From an optimization exercise on the open Yosys and OpenROAD flow, aimed at small area, a short achievable clock period and few clock cycles; shortcuts taken in it are not production practice.
Function was checked by simulation only, so behaviour that the tests miss may differ from the original.

==> flow/design.v <==
`default_nettype none
module alu_muldiv_unit #(
    parameter int WIDTH = 32,
    parameter int SHW   = $clog2(WIDTH)
) (
    input  wire logic             clk,
    input  wire logic             rst,
    input  wire logic [4:0]       ALUControl,
    input  wire logic [WIDTH-1:0] SrcA,
    input  wire logic [WIDTH-1:0] SrcB,
    input  wire logic             start,
    output logic      [WIDTH-1:0] ALUOut,
    output logic                  ZERO,
    output logic                  OVF,
    output logic                  busy,
    output logic                  done,
    output logic                  dz,
    output logic                  stall,
    output logic      [WIDTH-1:0] hi_o,
    output logic      [WIDTH-1:0] lo_o
);
    localparam logic [1:0]     c_idle = 2'd0;
    localparam logic [1:0]     c_run  = 2'd1;
    localparam logic [1:0]     c_fix  = 2'd2;
    localparam logic [SHW-1:0] c_last = SHW'(WIDTH - 1);
    logic [1:0]       r_state, w_next;
    logic [SHW-1:0]   r_cnt;
    logic [WIDTH-1:0] r_hi, r_lo;
    logic             r_done, r_dz;
    logic [WIDTH-1:0] r_ph, r_pl, r_opb, r_dvd;
    logic [1:0]       r_kind;
    logic             r_neg_q, r_neg_r;
    logic [4:0]       w_op;
    logic [WIDTH-1:0] w_a, w_b, w_sum, w_diff, w_alu;
    logic [SHW-1:0]   w_shamt;
    logic             w_ovf, w_busy_state, w_accept, w_seq_op;
    logic             w_sgn, w_a_neg, w_b_neg;
    logic [WIDTH-1:0] w_mag_a, w_mag_b;
    logic [WIDTH:0]   w_madd, w_rs, w_dsub;
    logic             w_dge;
    logic [2*WIDTH-1:0] w_prod_mag, w_prod;
    logic [WIDTH-1:0] w_quo, w_rem, w_fix_hi, w_fix_lo;
    logic             w_divz;
    assign w_op    = ALUControl;
    assign w_a     = SrcA;
    assign w_b     = SrcB;
    assign w_sum   = w_a + w_b;
    assign w_diff  = w_a - w_b;
    assign w_shamt = w_a[SHW-1:0];
    always_comb begin
        w_alu = '0;
        w_ovf = 1'b0;
        case (w_op)
            5'd0:  w_alu = w_b;
            5'd1: begin
                w_alu = w_sum;
                w_ovf = (w_a[WIDTH-1] == w_b[WIDTH-1]) && (w_sum[WIDTH-1] != w_a[WIDTH-1]);
            end
            5'd2: begin
                w_alu = w_diff;
                w_ovf = (w_a[WIDTH-1] != w_b[WIDTH-1]) && (w_diff[WIDTH-1] != w_a[WIDTH-1]);
            end
            5'd3:  w_alu = w_a | w_b;
            5'd4:  w_alu = w_a & w_b;
            5'd5:  w_alu = w_a ^ w_b;
            5'd6:  w_alu = ~(w_a | w_b);
            5'd7:  w_alu = {{(WIDTH-1){1'b0}}, ($signed(w_a) < $signed(w_b))};
            5'd8:  w_alu = {{(WIDTH-1){1'b0}}, (w_a < w_b)};
            5'd9:  w_alu = w_b << w_shamt;
            5'd10: w_alu = w_b >> w_shamt;
            5'd11: w_alu = $signed(w_b) >>> w_shamt;
            5'd16: w_alu = r_hi;
            5'd17: w_alu = r_lo;
            default: w_alu = '0;
        endcase
    end
    assign w_sgn    = ~w_op[0];
    assign w_a_neg  = w_sgn & w_a[WIDTH-1];
    assign w_b_neg  = w_sgn & w_b[WIDTH-1];
    assign w_mag_a  = w_a_neg ? (~w_a + 1'b1) : w_a;
    assign w_mag_b  = w_b_neg ? (~w_b + 1'b1) : w_b;
    assign w_seq_op = (w_op >= 5'd12) && (w_op <= 5'd19);
    assign w_accept = (r_state == c_idle) && start && (w_op >= 5'd12) && (w_op <= 5'd15);
    assign w_madd = {1'b0, r_ph} + (r_pl[0] ? {1'b0, r_opb} : {(WIDTH+1){1'b0}});
    assign w_rs   = {r_ph, r_pl[WIDTH-1]};
    assign w_dge  = (w_rs >= {1'b0, r_opb});
    assign w_dsub = w_rs - {1'b0, r_opb};
    assign w_prod_mag = {r_ph, r_pl};
    assign w_prod     = r_neg_q ? (~w_prod_mag + 1'b1) : w_prod_mag;
    assign w_quo      = r_neg_q ? (~r_pl + 1'b1) : r_pl;
    assign w_rem      = r_neg_r ? (~r_ph + 1'b1) : r_ph;
    assign w_divz     = (r_opb == '0);
    always_comb begin
        w_fix_hi = w_prod[2*WIDTH-1:WIDTH];
        w_fix_lo = w_prod[WIDTH-1:0];
        if (r_kind[1]) begin
            if (w_divz) begin
                w_fix_hi = r_dvd;
                w_fix_lo = (!r_kind[0] && r_dvd[WIDTH-1]) ? {{(WIDTH-1){1'b0}}, 1'b1} : '1;
            end else begin
                w_fix_hi = w_rem;
                w_fix_lo = w_quo;
            end
        end
    end
    always_ff @(posedge clk) begin
        if (rst) r_state <= c_idle;
        else     r_state <= w_next;
    end
    always_comb begin
        w_next = r_state;
        case (r_state)
            c_idle:  if (w_accept) w_next = c_run;
            c_run:   if (r_cnt == c_last) w_next = c_fix;
            c_fix:   w_next = c_idle;
            default: w_next = c_idle;
        endcase
    end
    always_comb begin
        w_busy_state = (r_state != c_idle);
    end
    always_ff @(posedge clk) begin
        if (rst) begin
            r_hi    <= '0;
            r_lo    <= '0;
            r_done  <= 1'b0;
            r_dz    <= 1'b0;
            r_cnt   <= '0;
            r_ph    <= '0;
            r_pl    <= '0;
            r_opb   <= '0;
            r_dvd   <= '0;
            r_kind  <= 2'd0;
            r_neg_q <= 1'b0;
            r_neg_r <= 1'b0;
        end else begin
            r_done <= 1'b0;
            if (w_accept) begin
                r_kind  <= w_op[1:0];
                r_cnt   <= '0;
                r_dz    <= 1'b0;
                r_ph    <= '0;
                r_pl    <= w_op[1] ? w_mag_a : w_mag_b;
                r_opb   <= w_op[1] ? w_mag_b : w_mag_a;
                r_dvd   <= w_a;
                r_neg_q <= w_a_neg ^ w_b_neg;
                r_neg_r <= w_a_neg;
            end else if (r_state == c_run) begin
                r_cnt <= r_cnt + 1'b1;
                if (r_kind[1]) begin
                    r_ph <= w_dge ? w_dsub[WIDTH-1:0] : w_rs[WIDTH-1:0];
                    r_pl <= {r_pl[WIDTH-2:0], w_dge};
                end else begin
                    r_ph <= w_madd[WIDTH:1];
                    r_pl <= {w_madd[0], r_pl[WIDTH-1:1]};
                end
            end else if (r_state == c_fix) begin
                r_done <= 1'b1;
                r_hi   <= w_fix_hi;
                r_lo   <= w_fix_lo;
                r_dz   <= r_kind[1] & w_divz;
            end else if ((r_state == c_idle) && start) begin
                if (w_op == 5'd18) r_hi <= w_a;
                if (w_op == 5'd19) r_lo <= w_a;
            end
        end
    end
    assign ALUOut = w_alu;
    assign ZERO   = (w_alu == '0);
    assign OVF    = w_ovf;
    assign busy   = w_busy_state | w_accept;
    assign done   = r_done;
    assign dz     = r_dz;
    assign stall  = (w_busy_state | w_accept) & w_seq_op;
    assign hi_o   = r_hi;
    assign lo_o   = r_lo;
endmodule
`default_nettype wire
==> flow/run.sh <==
#!/bin/bash
# synth_recipe.tcl (not shown) runs the flow's synth.tcl, then flattens the netlist and writes it again
# the make line also repeats each setting of config.mk as NAME=value (left out here)
make -C /OpenROAD-flow-scripts/flow DESIGN_CONFIG=/design/flow/config.mk WORK_HOME=/design/flow/orfs CLKGATE_MAP_FILE= SYNTH_SCRIPT=/design/flow/synth_recipe.tcl finish
==> flow/config.mk <==
export PLATFORM = sky130hd
export DESIGN_NAME = alu_muldiv_unit
export DESIGN_NICKNAME = alu_muldiv_unit
export VERILOG_FILES = /design/flow/design.v
export SDC_FILE = /design/flow/constraint.sdc
export NUM_CORES = 4
export LEC_CHECK = 0
export CAP_MARGIN = 20
export CORE_MARGIN = 2
export CORE_UTILIZATION = 40
export PLACE_DENSITY = 0.6
export SETUP_SLACK_MARGIN = 0.4
export SLEW_MARGIN = 20
==> flow/constraint.sdc <==
create_clock -name core_clock -period 9.5 [get_ports {clk}]
set_input_delay 1.9000 -clock core_clock [delete_from_list [all_inputs] [get_ports {clk}]]
set_output_delay 1.9000 -clock core_clock [all_outputs]
set_load 0.01 [all_outputs]
==> impl_metrics.tcl <==
set metrics [dict create \
    synth-edff-count 0 \
    ys_seq_elements 205 \
    crit_type "in -> out" \
    viasPerCell 6.79 \
    setup_viol 0 \
    grt.overflow.total 0 \
    syn_inst 3827 \
    die_area_um2 68900 \
    io_buffer_count 173 \
    hp-class "reg -> reg" \
    crit_fanout 4 \
    power_density_nw_per_um2 112 \
    wl_per_cell_um 32.4 \
    grt_first_pass_wirelength_um 225000 \
    dr.pass1.iters 9 \
    async_flop_share_pct 0 \
    p_leak_nw 12.1 \
    globalplace.congestion 1.07 \
    cp.required_ns 7.60 \
    combPwrFrac_pct 43.5 \
    syn_nets 4077 \
    syn_area_per_cell_um2 6.99 \
    critPathArrivalTime_ns 7.10 \
    clk_latency_ns 0.60 \
    period_share_pct 94.7 \
    die_y_um 263 \
    timing.fmax_mhz 111 \
    slew_headroom_pct 30.0 \
    cts_hold_buf 0 \
    placeableCoreArea_um2 66000 \
    die_w_um 263 \
    p_int_mw 2.06 \
    rsz0062_at_grt "true" \
    postPlaceCellArea_um2 30600 \
    p_sw_share_pct 42.0 \
    start_kind "primary input" \
    skew_ns 0.0533 \
    grt_usage_pct 44.1 \
    power_mw 3.56 \
    seqPwrFrac_pct 26.0 \
    tightest_slew_ns 1.05 \
    ant_nets 0 \
    drv_slew 0 \
    cts_sinks 205 \
    clk_path_buf_depth 3 \
    place.detailed.hpwl_um 126000 \
    synth_cell_types 91 \
    clockRootBuffer "clkbuf_16" \
    status "finished clean" \
    yosysWarnings 1 \
    area_growth_pct 18.4 \
    grt_max_degree 95 \
    cts_setup_buffers 0 \
    vias 33181 \
    utilization_pct 48.0 \
    final_nets 4242 \
    first_global_vias 30603 \
    min_period_ns 9.00 \
    wl_um 159000 \
    path_clk_slew_ns 0.06 \
    maxCapViolations 0 \
    fin_tns_setup_ns 0 \
    antenna_found_initial 10 \
    final_cell_mix "nand2_1 (451), nor2_1 (387), a21oi_1 (355)" \
    rows 94 \
    io_pins 174 \
    synth-seq-area-share_pct 15.3 \
    clkPwrFrac_pct 30.5 \
    syn-cell-area_um2 26700 \
    drc 0 \
    switchingPower_mw 1.50 \
    drive_above_1_share_pct 12.7 \
    final_common_cell "nand2_1" \
    crit_path_end_kind "primary output" \
    fillers 6828 \
    hold_viol_final 0 \
    initial_core_util_pct 40.5 \
    drtIter0Drc 4577 \
    h-tree-depth 1 \
    cts_tree "done" \
    cts_buffers 26 \
    peakVddDrop_mv 0.139 \
    fin_area_um2 31700 \
    synth_ff_type "dfxtp_1" \
]
[registers in the layout, indices dropped and copies added (netlist names)]
| signal | count |
|---|---|
| r_pl | 32 |
| r_opb | 32 |
| r_done | 1 |
| r_dz | 1 |
| r_cnt | 5 |
| r_lo | 32 |
| r_neg_r | 1 |
| r_neg_q | 1 |
| r_hi | 32 |
| r_dvd | 32 |
| r_state | 2 |
| r_ph | 32 |
| r_kind | 2 |
[kinds of logic (layout without fill, tap and decap cells)]
kind of cell               after synthesis  after routing  share of synthesized area [%]
muxes                                  165            165                           8.57
other                                    0             11                              0
AOI/OAI and AO/OA                     1270           1270                           31.6
DFF                                    205            205                           15.3
and+or+nand+nor                       1349           1349                           23.2
buffers and inverters                  484            669                           7.09
xor gates and xnor gates               176            176                           5.76
adders and majority gates              178            178                           8.44
[final timing paths]
| check | start | endpoint | slack, ns | cells after the start |
|---|---|---|---|---|
| max | SrcA[11] | ZERO | 0.50 | 17 |
| min | r_dvd[13]$_SDFFE_PP0P_ | r_dvd[13]$_SDFFE_PP0P_ | 0.46 | 2 |
| max reg2reg | r_pl[0]$_SDFFE_PP0P_ | r_ph[31]$_SDFFE_PP0P_ | 4.76 | 16 |
| min reg2reg | r_dvd[13]$_SDFFE_PP0P_ | r_dvd[13]$_SDFFE_PP0P_ | 0.46 | 2 |
[per-stage QoR]
step | instances | hold WS [ns] | setup WS (ns)
after floorplan | 3827 | 0.433 | 0.403
after global placement | 4828 | 0.439 | 0.0737
after detailed placement | 4828 | 0.446 | -0.0363
after CTS | 4876 | 0.454 | 0.400
after global routing | 4878 | 0.470 | 0.395
final | 4887 | 0.456 | 0.500
[cell type report]
cell class,count,area (µm²),share of cell area (%)
Antenna cell,11,27.5,0.0870
Clock buffer,31,709,2.24
Clock inverter,17,214,0.676
Inverter,154,578,1.83
Multi-Input combinational cell,3138,20900,66.1
Sequential cell,205,4110,13.0
Tap cell,864,1080,3.42
Timing Repair Buffer,467,4030,12.7
[power groups by stage]
stage	registers (mW)	logic, mW	clock network [mW]
after detailed placement	0.940	1.48	0
after floorplan	0.917	0.873	0
after global routing	0.925	1.63	1.12
final	0.924	1.55	1.09
after CTS	0.921	1.49	1.09
after global placement	0.940	1.49	0
[layer usage]
metal	part of all wire [%]	global-route usage [%]	vias up
met1	39	56.9	15931
met5	0.045	0	-
met4	6.6	24.0	10
met3	12	11.1	496
li1	-	-	14493
met2	43	67.4	2251
[Yosys cell counts (all sizes together), types with 12 or more instances]
cell     count  area, µm²
nor2b       34        213
nand3       74        370
a21o        41        308
o31ai       34        255
nor3       131        656
o21bai      24        180
o211ai     113        848
nor2       394       1480
buf         63        317
a21oi      357       1790
and3        23        144
o221ai      20        175
o41ai       13        114
or3         26        168
a22oi       38        285
xor2        37        324
o2111ai     13        114
mux4        48       1080
a31oi       36        225
a211oi      85        638
a221oi      61        534
nor3b       13       97.6
a222oi      14        140
nor4        49        313
o21ai      223       1120
or4         20        150
a221o       13        130
a211o       12        105
clkbuf     267       1000
o22ai       23        144
and2        16        100
ha         174       2180
or2         23        144
dfxtp      205       4100
o21a        21        158
nand2      451       1690
mux2        32        360
xnor2      139       1220
mux2i       85        851
inv        151        567
nand2b      34        213
o31a        13        114
a2111oi     23        201
nand4       30        188
[critical path: stages]
cell and delay (ns):
clkdlybuf4s50_1 0.60, inv_1 0.19, ha_1 0.40, nor3_1 0.45, nand2_1 0.09, a211oi_1 0.33
buf_4 0.19, o31ai_1 0.09, a221oi_1 0.23, o21bai_1 0.16, o2111ai_1 0.22, or4b_4 0.60
or4_4 0.50, or4_1 0.40, or4_1 0.42, nor4_2 0.15, buf_2 0.17
[what timing repair did]
action                                 CTS  global route
endpoints found under the hold margin    0             0
setup endpoints to repair                1             3
cloned                                   0             0
pin swaps                                2             3
gates resized for setup                 10            19
Testbench counts, summed over its fixed seeds: cycles 54,408.

separate check: timing with driven ports:
How much do the figures lean on ideal ports? The routed layout below was timed once more, with nothing changed but the port constraints.
Step 1 (the two cells are an assumption about what drives the block):
set clk [get_ports {clk}]
set_driving_cell -lib_cell sky130_fd_sc_hd__clkbuf_16 $clk
set_driving_cell -lib_cell sky130_fd_sc_hd__buf_2 [delete_from_list [all_inputs] $clk]
Step 2, shift: input delay + t, output delay - t, t = (earliest + latest rising clock arrival at the registers) / 2. This alone moves slack from input paths to output paths.
a / b / c = ideal ports / drivers / drivers and shift; a / b = the first two.
shift t [ns]: 0.632
setup WS [ns]: 0.500 / 0.468 / 0.468
pins driven straight from the clock port: 1
After both steps setup and hold are still met in this run. For this run, drivers alone change the setup slack by -0.032 ns; drivers and shift together by -0.032 ns.
